This is an optimization exercise on Yosys and OpenROAD, whose aim is small area, not a production implementation. Function was checked by simulation only, so behaviour that the tests miss may differ from the original.

==> design.v <==
package nn_accel_pkg;
    localparam int XLEN           = 32;
    localparam int WORDS_PER_LINE = 4;
    localparam int LINE_W         = XLEN * WORDS_PER_LINE;    
    localparam int FRAC_BITS      = 16;                       
    localparam int MAX_LAYERS     = 4;
    typedef logic [XLEN-1:0] word_t;
    localparam word_t FX_ONE = word_t'(1) << FRAC_BITS;       
    typedef struct packed {
        word_t spare;
        word_t total_layers;
        word_t weights_base;
        word_t neurons_base;
    } desc_hdr_t;
    typedef union packed {
        word_t [WORDS_PER_LINE-1:0] words;    
        desc_hdr_t                  hdr;      
    } line_u;
    typedef struct packed {
        logic  strobe;    
        logic  rw;        
        word_t addr;      
        word_t wdata;
    } mem_req_t;
    typedef struct packed {
        logic  ready;
        line_u line;      
    } mem_rsp_t;
    typedef struct packed {
        logic  valid;
        logic  first;     
        logic  last;      
        word_t neuron;
        word_t weight;
    } mac_op_t;
endpackage
`timescale 1ns/1ps
module word_stream (
    input  logic                clk_i,
    input  logic                rst_i,
    input  logic                load_i,
    input  nn_accel_pkg::line_u line_i,
    input  logic [1:0]          pos_i,
    input  logic                pop_i,
    output nn_accel_pkg::word_t word_o,
    output logic                has_word_o
);
    nn_accel_pkg::line_u      line_q;    
    logic [2:0] ptr_q;     
    always_ff @(posedge clk_i) begin
        if (rst_i) begin
            ptr_q <= 3'd4;
        end else if (load_i) begin
            ptr_q <= {1'b0, pos_i};    
        end else if (pop_i) begin
            ptr_q <= ptr_q + 3'd1;
        end
    end
    always_ff @(posedge clk_i) begin
        if (load_i) begin
            line_q <= line_i;
        end
    end
    assign has_word_o = !ptr_q[2];              
    assign word_o     = line_q.words[ptr_q[1:0]];
endmodule
`timescale 1ns/1ps
module mac_pipeline (
    input  logic                  clk_i,
    input  logic                  rst_i,
    input  nn_accel_pkg::mac_op_t op_i,
    output logic                  sum_valid_o,
    output nn_accel_pkg::word_t   sum_o
);
    logic signed [2*nn_accel_pkg::XLEN-1:0] prod_full;
    logic  s1_valid_q;
    logic  s1_first_q;
    logic  s1_last_q;
    nn_accel_pkg::word_t s1_prod_q;
    nn_accel_pkg::word_t acc_q;
    nn_accel_pkg::word_t acc_next;
    assign prod_full = $signed(op_i.neuron) * $signed(op_i.weight);
    always_ff @(posedge clk_i) begin
        if (rst_i) begin
            s1_valid_q <= 1'b0;
        end else begin
            s1_valid_q <= op_i.valid;
        end
    end
    always_ff @(posedge clk_i) begin
        s1_first_q <= op_i.first;
        s1_last_q  <= op_i.last;
        s1_prod_q  <= nn_accel_pkg::word_t'(prod_full >>> nn_accel_pkg::FRAC_BITS);    
    end
    assign acc_next = s1_first_q ? s1_prod_q : acc_q + s1_prod_q;    
    always_ff @(posedge clk_i) begin
        if (rst_i) begin
            sum_valid_o <= 1'b0;
        end else begin
            sum_valid_o <= s1_valid_q && s1_last_q;
        end
    end
    always_ff @(posedge clk_i) begin
        if (s1_valid_q) begin
            acc_q <= acc_next;
        end
        if (s1_valid_q && s1_last_q) begin
            sum_o <= acc_next[nn_accel_pkg::XLEN-1] ? '0 : acc_next;    
        end
    end
endmodule
`timescale 1ns/1ps
module argmax_unit #(
    parameter int MAX_NEURONS = 64
) (
    input  logic                clk_i,
    input  logic                rst_i,
    input  logic                value_valid_i,
    input  nn_accel_pkg::word_t value_i,
    input  logic                last_i,
    output logic                done_o,
    output nn_accel_pkg::word_t class_o
);
    localparam int IDX_W = $clog2(MAX_NEURONS);
    logic [IDX_W-1:0] idx_q;         
    logic [IDX_W-1:0] best_idx_q;
    nn_accel_pkg::word_t            best_q;
    logic             take;
    assign take = (idx_q == '0) || ($signed(value_i) > $signed(best_q));
    always_ff @(posedge clk_i) begin
        if (rst_i) begin
            idx_q   <= '0;
            done_o  <= 1'b0;
            class_o <= '0;
        end else begin
            done_o <= 1'b0;
            if (value_valid_i) begin
                if (last_i) begin
                    done_o  <= 1'b1;
                    class_o <= nn_accel_pkg::word_t'(take ? idx_q : best_idx_q);
                    idx_q   <= '0;                
                end else begin
                    idx_q <= idx_q + 1'b1;
                end
            end
        end
    end
    always_ff @(posedge clk_i) begin
        if (value_valid_i && take) begin
            best_q     <= value_i;
            best_idx_q <= idx_q;
        end
    end
endmodule
`timescale 1ns/1ps
module nn_sequencer #(
    parameter int MAX_NEURONS = 64
) (
    input  logic                   clk_i,
    input  logic                   rst_i,
    input  logic                   cmd_strobe_i,
    input  nn_accel_pkg::word_t    cmd_addr_i,
    output nn_accel_pkg::mem_req_t mem_req_o,
    input  nn_accel_pkg::mem_rsp_t mem_rsp_i,
    output logic                   wload_o,
    output logic                   nload_o,
    output nn_accel_pkg::line_u    load_line_o,
    output logic [1:0]             load_pos_o,
    output logic                   wpop_o,
    output logic                   npop_o,
    input  nn_accel_pkg::word_t    wword_i,
    input  nn_accel_pkg::word_t    nword_i,
    input  logic                   whas_i,
    input  logic                   nhas_i,
    output nn_accel_pkg::mac_op_t  mac_op_o,
    input  logic                   sum_valid_i,
    input  nn_accel_pkg::word_t    sum_i,
    output logic                   amax_valid_o,
    output nn_accel_pkg::word_t    amax_value_o,
    output logic                   amax_last_o
);
    localparam int CNT_W = $clog2(MAX_NEURONS) + 1;    
    localparam int LAY_W = $clog2(nn_accel_pkg::MAX_LAYERS);
    typedef enum logic [2:0] {
        S_IDLE, S_HDR, S_SIZE, S_RUN, S_WFILL, S_NFILL, S_SUM, S_WB
    } state_e;
    state_e           state_q;
    logic             pend_q;                   
    logic [CNT_W-1:0] sizes_q [nn_accel_pkg::MAX_LAYERS];
    logic [LAY_W:0]   total_layers_q;
    logic [LAY_W-1:0] layer_q;                  
    logic [CNT_W-1:0] neuron_q;                 
    logic [CNT_W-1:0] in_cnt_q;                 
    logic             n_stale_q;                
    logic             w_stale_q;                
    nn_accel_pkg::word_t            nbase_q;
    nn_accel_pkg::word_t            waddr_q;                  
    nn_accel_pkg::word_t            naddr_q;                  
    nn_accel_pkg::word_t            prev_base_q;
    nn_accel_pkg::word_t            cur_base_q;
    logic [CNT_W-1:0] n_prev;
    logic             bias_step;
    logic             n_need;
    logic             w_ok;
    logic             issue;
    logic             last_neuron;
    logic             last_layer;
    function automatic nn_accel_pkg::mem_req_t rd_req(input nn_accel_pkg::word_t addr);
        rd_req = {1'b1, 1'b0, addr, 32'h0};    
    endfunction
    assign n_prev      = sizes_q[layer_q - 1'b1];
    assign bias_step   = (in_cnt_q == n_prev);           
    assign n_need      = !bias_step && (n_stale_q || !nhas_i);
    assign w_ok        = whas_i && !w_stale_q;           
    assign issue       = (state_q == S_RUN) && w_ok && !n_need;
    assign last_neuron = (neuron_q == sizes_q[layer_q] - 1'b1);
    assign last_layer  = ({1'b0, layer_q} == total_layers_q - 1'b1);
    assign wpop_o = issue;
    assign npop_o = issue && !bias_step;
    always_comb begin
        mac_op_o.valid  = issue;
        mac_op_o.first  = (in_cnt_q == '0);
        mac_op_o.last   = bias_step;
        mac_op_o.neuron = bias_step ? nn_accel_pkg::FX_ONE : nword_i;
        mac_op_o.weight = wword_i;
    end
    assign wload_o     = (state_q == S_WFILL) && mem_rsp_i.ready;
    assign nload_o     = (state_q == S_NFILL) && mem_rsp_i.ready;
    assign load_line_o = mem_rsp_i.line;
    assign load_pos_o  = (state_q == S_WFILL) ? waddr_q[3:2] : naddr_q[3:2];
    assign amax_valid_o = (state_q == S_WB) && mem_rsp_i.ready && last_layer;
    assign amax_value_o = mem_req_o.wdata;
    assign amax_last_o  = last_neuron;
    always_ff @(posedge clk_i) begin
        if (rst_i) begin
            state_q          <= S_IDLE;
            mem_req_o.strobe <= 1'b0;
            pend_q           <= 1'b0;
        end else begin
            mem_req_o.strobe <= 1'b0;                       
            if (mem_req_o.strobe) begin
                pend_q <= 1'b1;
            end else if (mem_rsp_i.ready) begin
                pend_q <= 1'b0;
            end
            case (state_q)
                S_IDLE: if (cmd_strobe_i) begin             
                    mem_req_o <= rd_req(cmd_addr_i);
                    state_q   <= S_HDR;
                end
                S_HDR: if (mem_rsp_i.ready) begin
                    nbase_q        <= mem_rsp_i.line.hdr.neurons_base;
                    waddr_q        <= mem_rsp_i.line.hdr.weights_base;
                    total_layers_q <= mem_rsp_i.line.hdr.total_layers[LAY_W:0];
                    mem_req_o      <= rd_req(mem_req_o.addr + nn_accel_pkg::word_t'(16));    
                    state_q        <= S_SIZE;
                end
                S_SIZE: if (mem_rsp_i.ready) begin
                    for (int k = 0; k < nn_accel_pkg::MAX_LAYERS; k++) begin
                        sizes_q[k] <= mem_rsp_i.line.words[k][CNT_W-1:0];
                    end
                    layer_q     <= LAY_W'(1);
                    neuron_q    <= '0;
                    in_cnt_q    <= '0;
                    n_stale_q   <= 1'b1;
                    w_stale_q   <= 1'b1;                    
                    prev_base_q <= nbase_q;
                    naddr_q     <= nbase_q;
                    cur_base_q  <= nbase_q + (nn_accel_pkg::word_t'(mem_rsp_i.line.words[0][CNT_W-1:0]) << 2);
                    state_q     <= S_RUN;
                end
                S_RUN: begin
                    if (issue) begin
                        in_cnt_q <= in_cnt_q + 1'b1;
                        waddr_q  <= waddr_q + nn_accel_pkg::word_t'(4);
                        if (!bias_step) begin
                            naddr_q <= naddr_q + nn_accel_pkg::word_t'(4);
                        end else begin
                            state_q <= S_SUM;               
                        end
                    end else if (!w_ok) begin
                        mem_req_o <= rd_req(waddr_q);
                        state_q   <= S_WFILL;
                    end else begin
                        mem_req_o <= rd_req(naddr_q);
                        state_q   <= S_NFILL;
                    end
                end
                S_WFILL: if (mem_rsp_i.ready) begin
                    w_stale_q <= 1'b0;
                    state_q   <= S_RUN;
                end
                S_NFILL: if (mem_rsp_i.ready) begin
                    n_stale_q <= 1'b0;
                    state_q   <= S_RUN;
                end
                S_SUM: if (sum_valid_i) begin
                    mem_req_o <= {1'b1, 1'b1,
                                   cur_base_q + (nn_accel_pkg::word_t'(neuron_q) << 2),
                                   sum_i};
                    state_q   <= S_WB;
                end
                S_WB: if (mem_rsp_i.ready) begin
                    in_cnt_q  <= '0;
                    n_stale_q <= 1'b1;                      
                    if (!last_neuron) begin
                        neuron_q <= neuron_q + 1'b1;
                        naddr_q  <= prev_base_q;
                        state_q  <= S_RUN;
                    end else if (!last_layer) begin
                        layer_q     <= layer_q + 1'b1;
                        neuron_q    <= '0;
                        prev_base_q <= cur_base_q;
                        naddr_q     <= cur_base_q;
                        cur_base_q  <= cur_base_q + (nn_accel_pkg::word_t'(sizes_q[layer_q]) << 2);
                        state_q     <= S_RUN;
                    end else begin
                        state_q <= S_IDLE;                  
                    end
                end
                default: state_q <= S_IDLE;
            endcase
        end
    end
endmodule
`timescale 1ns/1ps
module nn_accel_top #(
    parameter int MAX_NEURONS = 64
) (
    input  logic                   clk_i,
    input  logic                   rst_i,
    input  logic                   cmd_strobe_i,
    input  nn_accel_pkg::word_t    cmd_addr_i,
    output nn_accel_pkg::mem_req_t mem_req_o,
    input  nn_accel_pkg::mem_rsp_t mem_rsp_i,
    output logic                   done_o,
    output nn_accel_pkg::word_t    class_o
);
    logic       wload;
    logic       nload;
    nn_accel_pkg::line_u      load_line;
    logic [1:0] load_pos;
    logic       wpop;
    logic       npop;
    nn_accel_pkg::word_t      wword;
    nn_accel_pkg::word_t      nword;
    logic       whas;
    logic       nhas;
    nn_accel_pkg::mac_op_t    mac_op;
    logic       sum_valid;
    nn_accel_pkg::word_t      sum;
    logic       amax_valid;
    nn_accel_pkg::word_t      amax_value;
    logic       amax_last;
    nn_sequencer #(
        .MAX_NEURONS (MAX_NEURONS)
    ) u_sequencer (
        .clk_i        (clk_i),
        .rst_i        (rst_i),
        .cmd_strobe_i (cmd_strobe_i),
        .cmd_addr_i   (cmd_addr_i),
        .mem_req_o    (mem_req_o),
        .mem_rsp_i    (mem_rsp_i),
        .wload_o      (wload),
        .nload_o      (nload),
        .load_line_o  (load_line),
        .load_pos_o   (load_pos),
        .wpop_o       (wpop),
        .npop_o       (npop),
        .wword_i      (wword),
        .nword_i      (nword),
        .whas_i       (whas),
        .nhas_i       (nhas),
        .mac_op_o     (mac_op),
        .sum_valid_i  (sum_valid),
        .sum_i        (sum),
        .amax_valid_o (amax_valid),
        .amax_value_o (amax_value),
        .amax_last_o  (amax_last)
    );
    word_stream u_weights (
        .clk_i      (clk_i),
        .rst_i      (rst_i),
        .load_i     (wload),
        .line_i     (load_line),
        .pos_i      (load_pos),
        .pop_i      (wpop),
        .word_o     (wword),
        .has_word_o (whas)
    );
    word_stream u_neurons (
        .clk_i      (clk_i),
        .rst_i      (rst_i),
        .load_i     (nload),
        .line_i     (load_line),
        .pos_i      (load_pos),
        .pop_i      (npop),
        .word_o     (nword),
        .has_word_o (nhas)
    );
    mac_pipeline u_mac (
        .clk_i       (clk_i),
        .rst_i       (rst_i),
        .op_i        (mac_op),
        .sum_valid_o (sum_valid),
        .sum_o       (sum)
    );
    argmax_unit #(
        .MAX_NEURONS (MAX_NEURONS)
    ) u_argmax (
        .clk_i         (clk_i),
        .rst_i         (rst_i),
        .value_valid_i (amax_valid),
        .value_i       (amax_value),
        .last_i        (amax_last),
        .done_o        (done_o),
        .class_o       (class_o)
    );
endmodule
`timescale 1ns/1ps
module nn_accel (
    input  logic         clk_i,
    input  logic         rst_i,
    input  logic         cmd_strobe_i,
    input  logic [31:0]  cmd_addr_i,
    output logic         mem_req_strobe_o,
    output logic         mem_req_rw_o,
    output logic [31:0]  mem_req_addr_o,
    output logic [31:0]  mem_req_wdata_o,
    input  logic         mem_rsp_ready_i,
    input  logic [127:0] mem_rsp_line_i,
    output logic         done_o,
    output logic [31:0]  class_o
);
    nn_accel_pkg::mem_req_t req;
    nn_accel_pkg::mem_rsp_t rsp;
    assign mem_req_strobe_o = req.strobe;
    assign mem_req_rw_o     = req.rw;
    assign mem_req_addr_o   = req.addr;
    assign mem_req_wdata_o  = req.wdata;
    assign rsp.ready        = mem_rsp_ready_i;
    assign rsp.line         = mem_rsp_line_i;
    nn_accel_top #(
        .MAX_NEURONS (64)
    ) u_top (
        .clk_i        (clk_i),
        .rst_i        (rst_i),
        .cmd_strobe_i (cmd_strobe_i),
        .cmd_addr_i   (cmd_addr_i),
        .mem_req_o    (req),
        .mem_rsp_i    (rsp),
        .done_o       (done_o),
        .class_o      (class_o)
    );
endmodule
==> run.sh <==
#!/bin/bash
# synth_recipe.tcl (not shown) runs the flow's synth.tcl, then flattens the netlist and writes it again
# the make line also repeats each setting of config.mk as NAME=value (left out here)
make -C /OpenROAD-flow-scripts/flow DESIGN_CONFIG=/design/flow/config.mk WORK_HOME=/design/flow/orfs CLKGATE_MAP_FILE= SYNTH_SCRIPT=/design/flow/synth_recipe.tcl finish
==> config.mk <==
export PLATFORM = sky130hd
export DESIGN_NAME = nn_accel
export DESIGN_NICKNAME = nn_accel
export VERILOG_FILES = /design/flow/design.v
export SDC_FILE = /design/flow/constraint.sdc
export NUM_CORES = 4
export LEC_CHECK = 0
export CAP_MARGIN = 20
export CORE_MARGIN = 2
export CORE_UTILIZATION = 40
export SLEW_MARGIN = 20
==> constraint.sdc <==
create_clock -name core_clock -period 12.0 [get_ports {clk_i}]
set_input_delay 2.4000 -clock core_clock [delete_from_list [all_inputs] [get_ports {clk_i}]]
set_output_delay 2.4000 -clock core_clock [all_outputs]
set_load 0.01 [all_outputs]
==> results.yml <==
drt:
  detail_route.iter0.violations: 4159
  first_pass_iters: 7
  drt_total_wl_mm: 185
  drcViolationCount: 0
  route.vias.total: 43856
  antenna_left: 0
  route.detailed.vias_per_inst: 5.36
  post_drt_wl_per_cell_um: 22.7
sta:
  maxSlewHeadroom_pct: 23.2
  period_minus_slack_ns: 10.86
  finalSetupViolCount: 0
  finalHoldViolations: 0
  worst_clock_skew_ns: 0.0399
  worst_pin_slew_ns: 1.15
  post-route-period-util_pct: 90.5
  fmax_mhz: 92.1
  fin_setup_tns_ns: 0
  report.final.slew_viol_count: 0
  rsz_0062_raised_after_global_routing: "no"
critical_path:
  crit-reg2reg-launch: "u_top.u_sequencer.layer_q[0]"
  end_kind: "flip-flop"
  timing.reg2reg.worst_path_depth: 30
  timing.rr.end: "u_top.u_mac.s1_prod_q[31]"
  cpLargestDelayFamily: "adder cells"
  critPathMaxStageDelay_ns: 0.71
  cp_data_required_time_ns: 12.53
  start_kind: "flip-flop"
  critical_path.n_buffers_inverters: 3
  worst_path_most_repeated_cell: "sky130_fd_sc_hd__fa_1"
  critical-path-slowest-cell: "sky130_fd_sc_hd__and2_1"
  worst_reg_to_reg_setup_slack_ns: 1.14
  critPathKind: "flip-flop to flip-flop"
  worst-path-max-fanout: 45
  arrival_ns: 11.40
grt:
  grt_pass1_vias: 45157
  overflow: 0
  total_global_route_track_usage_pct: 23.8
  initial_antenna_violation_count: 6
  grt_start_max_net_pins: 94
  first_pass_grt_wire_length_mm: 281
place:
  numPortBuffers: 235
  place_congestion: 0.973
  place_hpwl_mm: 147
clocking:
  cts_hold_buf: 0
  post_cts.resized_instances: 0
  worstSkewPairLatency_ns: 0.69
  clock-sinks: 688
  ctsLongestPathBuffers: 3
  cts_htree_levels: 3
  cts_root_buf: "sky130_fd_sc_hd__clkbuf_16"
  cts_buffers: 76
  tritoncts: "built"
  clk_pin_slew_ns: 0.06
  cts_post_setup_buffers_inserted: 0
min_path:
  min-delay-path-class: "flip-flop to flip-flop"
  whs_endpoint: "u_top.u_argmax.best_idx_q[4]"
  hold_depth: 0
  hold_path_startpoint: "u_top.u_argmax.idx_q[4]"
synthesis:
  yosysSeqAreaShare_pct: 32.6
  synth_flop_cell: "sky130_fd_sc_hd__edfxtp_1"
  yosysWarnings: 5
  synth-edff-count: 629
  syn-cell-area_um2: 61500
  number_of_unique_standard_cell_types_used_by_synthesis: 84
  synthCells: 5978
  synth_area_per_cell_um2: 10.3
  synth.ff_latch_count: 688
  ys_async_sr_fraction_pct: 0
die:
  std_cell_rows: 143
  ios: 263
  fp.coreArea_um2: 152000
  height_of_the_die_um: 396
  initial_utilization_pct: 40.4
  chipWidth_um: 396
  die_area_um2: 157000
layout:
  nNetsFinal: 7364
  syn_to_final_growth_pct: 11.4
  final_layout_size_suffix_gt1_share_pct: 5.53
job:
  drv_cap: 0
run_status:
  status: "timing/DRC/antenna clean"
==> final cells by class <==
class                           count  area (um^2)
Antenna cell                        2         5.00
Clock buffer                       86         1960
Clock inverter                     51          495
Fill cell                       14300        83700
Inverter                          894         3360
Multi-Input combinational cell   4098        37000
Sequential cell                   688        20100
Tap cell                         2030         2540
Timing Repair Buffer              336         3110
==> worst max-delay path by stage <==
stage               slack (ns)  cells after the start                              to                         start
global route              0.61                     33       u_top.u_mac.s1_prod_q[31]  u_top.u_sequencer.layer_q[0]
floorplan                 1.73                      4  u_top.u_sequencer.mem_req_o[0]               mem_rsp_ready_i
CTS                       1.12                     33       u_top.u_mac.s1_prod_q[31]  u_top.u_sequencer.layer_q[0]
finish                    1.14                     30       u_top.u_mac.s1_prod_q[31]  u_top.u_sequencer.layer_q[0]
detailed placement        1.16                     33       u_top.u_mac.s1_prod_q[31]  u_top.u_sequencer.layer_q[0]
global placement          1.39                     33       u_top.u_mac.s1_prod_q[31]  u_top.u_sequencer.layer_q[0]
==> cells in the mapped netlist, types with 24 or more instances <==
cell type,number,share of area (%)
sky130_fd_sc_hd__inv_1,891,5.4
sky130_fd_sc_hd__nand2_1,889,5.4
sky130_fd_sc_hd__fa_1,842,27
sky130_fd_sc_hd__edfxtp_1,629,31
sky130_fd_sc_hd__nor2_1,610,3.7
sky130_fd_sc_hd__ha_1,264,5.4
sky130_fd_sc_hd__clkbuf_1,251,1.5
sky130_fd_sc_hd__xnor2_1,175,2.5
sky130_fd_sc_hd__a21oi_1,174,1.4
sky130_fd_sc_hd__o21ai_0,125,1.0
sky130_fd_sc_hd__xor2_1,112,1.6
sky130_fd_sc_hd__nand3_1,88,0.72
sky130_fd_sc_hd__mux2i_1,85,1.4
sky130_fd_sc_hd__and3_1,74,0.75
sky130_fd_sc_hd__dfxtp_1,59,1.9
sky130_fd_sc_hd__a21o_1,58,0.71
sky130_fd_sc_hd__nor3_1,50,0.41
sky130_fd_sc_hd__mux2_2,46,0.84
sky130_fd_sc_hd__nand4_1,43,0.44
sky130_fd_sc_hd__and2_1,38,0.39
sky130_fd_sc_hd__nor2b_1,34,0.35
sky130_fd_sc_hd__o21a_1,33,0.40
sky130_fd_sc_hd__buf_4,32,0.39
sky130_fd_sc_hd__a311oi_1,24,0.34
sky130_fd_sc_hd__mux4_2,24,0.88
==> cell usage in the layout (no fill, tap or decap), types with 13 or more instances in the layout <==
cell                              count
sky130_fd_sc_hd__inv_1              890
sky130_fd_sc_hd__nand2_1            888
sky130_fd_sc_hd__fa_1               842
sky130_fd_sc_hd__edfxtp_1           629
sky130_fd_sc_hd__nor2_1             605
sky130_fd_sc_hd__ha_1               264
sky130_fd_sc_hd__clkdlybuf4s50_1    235
sky130_fd_sc_hd__xnor2_1            175
sky130_fd_sc_hd__a21oi_1            172
sky130_fd_sc_hd__o21ai_0            120
sky130_fd_sc_hd__xor2_1             112
sky130_fd_sc_hd__buf_4              101
sky130_fd_sc_hd__nand3_1             86
sky130_fd_sc_hd__mux2i_1             83
sky130_fd_sc_hd__clkbuf_16           77
sky130_fd_sc_hd__and3_1              74
sky130_fd_sc_hd__a21o_1              58
sky130_fd_sc_hd__dfxtp_1             53
sky130_fd_sc_hd__nor3_1              50
sky130_fd_sc_hd__mux2_2              46
sky130_fd_sc_hd__nand4_1             43
sky130_fd_sc_hd__and2_1              38
sky130_fd_sc_hd__nor2b_1             34
sky130_fd_sc_hd__o21a_1              32
sky130_fd_sc_hd__conb_1              27
sky130_fd_sc_hd__mux4_2              24
sky130_fd_sc_hd__a311oi_1            24
sky130_fd_sc_hd__clkinv_1            21
sky130_fd_sc_hd__or2_2               19
sky130_fd_sc_hd__and4_1              16
sky130_fd_sc_hd__nor4_1              16
sky130_fd_sc_hd__o21bai_1            16
sky130_fd_sc_hd__o221ai_1            15
sky130_fd_sc_hd__clkinv_2            15
sky130_fd_sc_hd__a222oi_1            13
sky130_fd_sc_hd__or3_1               13
==> state kept, by name, summed over array words and instances, names as in the netlist, 7 cells and up <==
signal,count
u_top.u_sequencer.cur_base_q,32
u_top.u_neurons.line_q,128
u_top.u_mac.s1_prod_q,32
u_top.u_weights.line_q,128
u_top.u_sequencer.naddr_q,32
u_top.u_argmax.best_q,31
u_top.u_sequencer.mem_req_o,65
u_top.u_sequencer.nbase_q,32
u_top.u_sequencer.prev_base_q,32
u_top.u_mac.acc_q,32
u_top.u_sequencer.neuron_q,7
u_top.u_mac.sum_o,31
u_top.u_sequencer.sizes_q,28
u_top.u_sequencer.waddr_q,32
u_top.u_sequencer.in_cnt_q,7
==> cells by family after synthesis <==
group,Yosys count,synth area share (%)
AND/OR/NAND/NOR,1926,13.3
buffers and inverters,1218,7.67
adder cells (fa/ha/maj),1106,32.8
flip-flops,688,32.6
AO/OA/AOI/OAI,592,6.29
XOR/XNOR,288,4.12
multiplexers,159,3.18
other,1,0.00610
==> per-stage QoR <==
step,cells,hold WS (ns),instance area (um^2),utilization (%),setup slack [ns]
global placement,8046,0.414,66100,43.4,1.39
finish,8185,0.434,68500,45.0,1.14
floorplan,6004,0.408,61600,-,1.73
detailed placement,8046,0.420,66100,43.4,1.16
global route,8185,0.441,68500,45.0,0.607
CTS,8183,0.434,68500,45.0,1.12
==> per-layer routing <==
layer | global-route usage [%] | share of wire, % | up-vias
li1 | - | - | 19461
met1 | 32.5 | 42 | 22139
met2 | 37.1 | 45 | 1928
met3 | 5.18 | 8.9 | 326
met4 | 8.70 | 4.1 | 2
met5 | 0 | 0.0086 | -

## afterwards: timing with drivers on the ports
In the flow no input, the clock included, has a driving cell. The finished layout below was timed again as built, in two steps.
Step 1 (the two cells are an assumption about what drives the block):
set clk [get_ports {clk_i}]
set_driving_cell -lib_cell sky130_fd_sc_hd__clkbuf_16 $clk
set_driving_cell -lib_cell sky130_fd_sc_hd__buf_2 [delete_from_list [all_inputs] $clk]
Step 2 also shifts input and output timing later by t, the mid clock arrival at the registers, as if the neighbouring blocks saw the same clock.
Slacks: ideal / step 1 / step 2; pairs: ideal / step 1.
t, ns: 0.734
setup slack, ns: 1.139 / 1.139 / 1.139
worst data-port slew with drivers (ns): 0.13
After both steps this run still meets setup and hold. For this run, drivers alone change the setup slack by 0.000 ns; drivers and shift together by 0.000 ns.
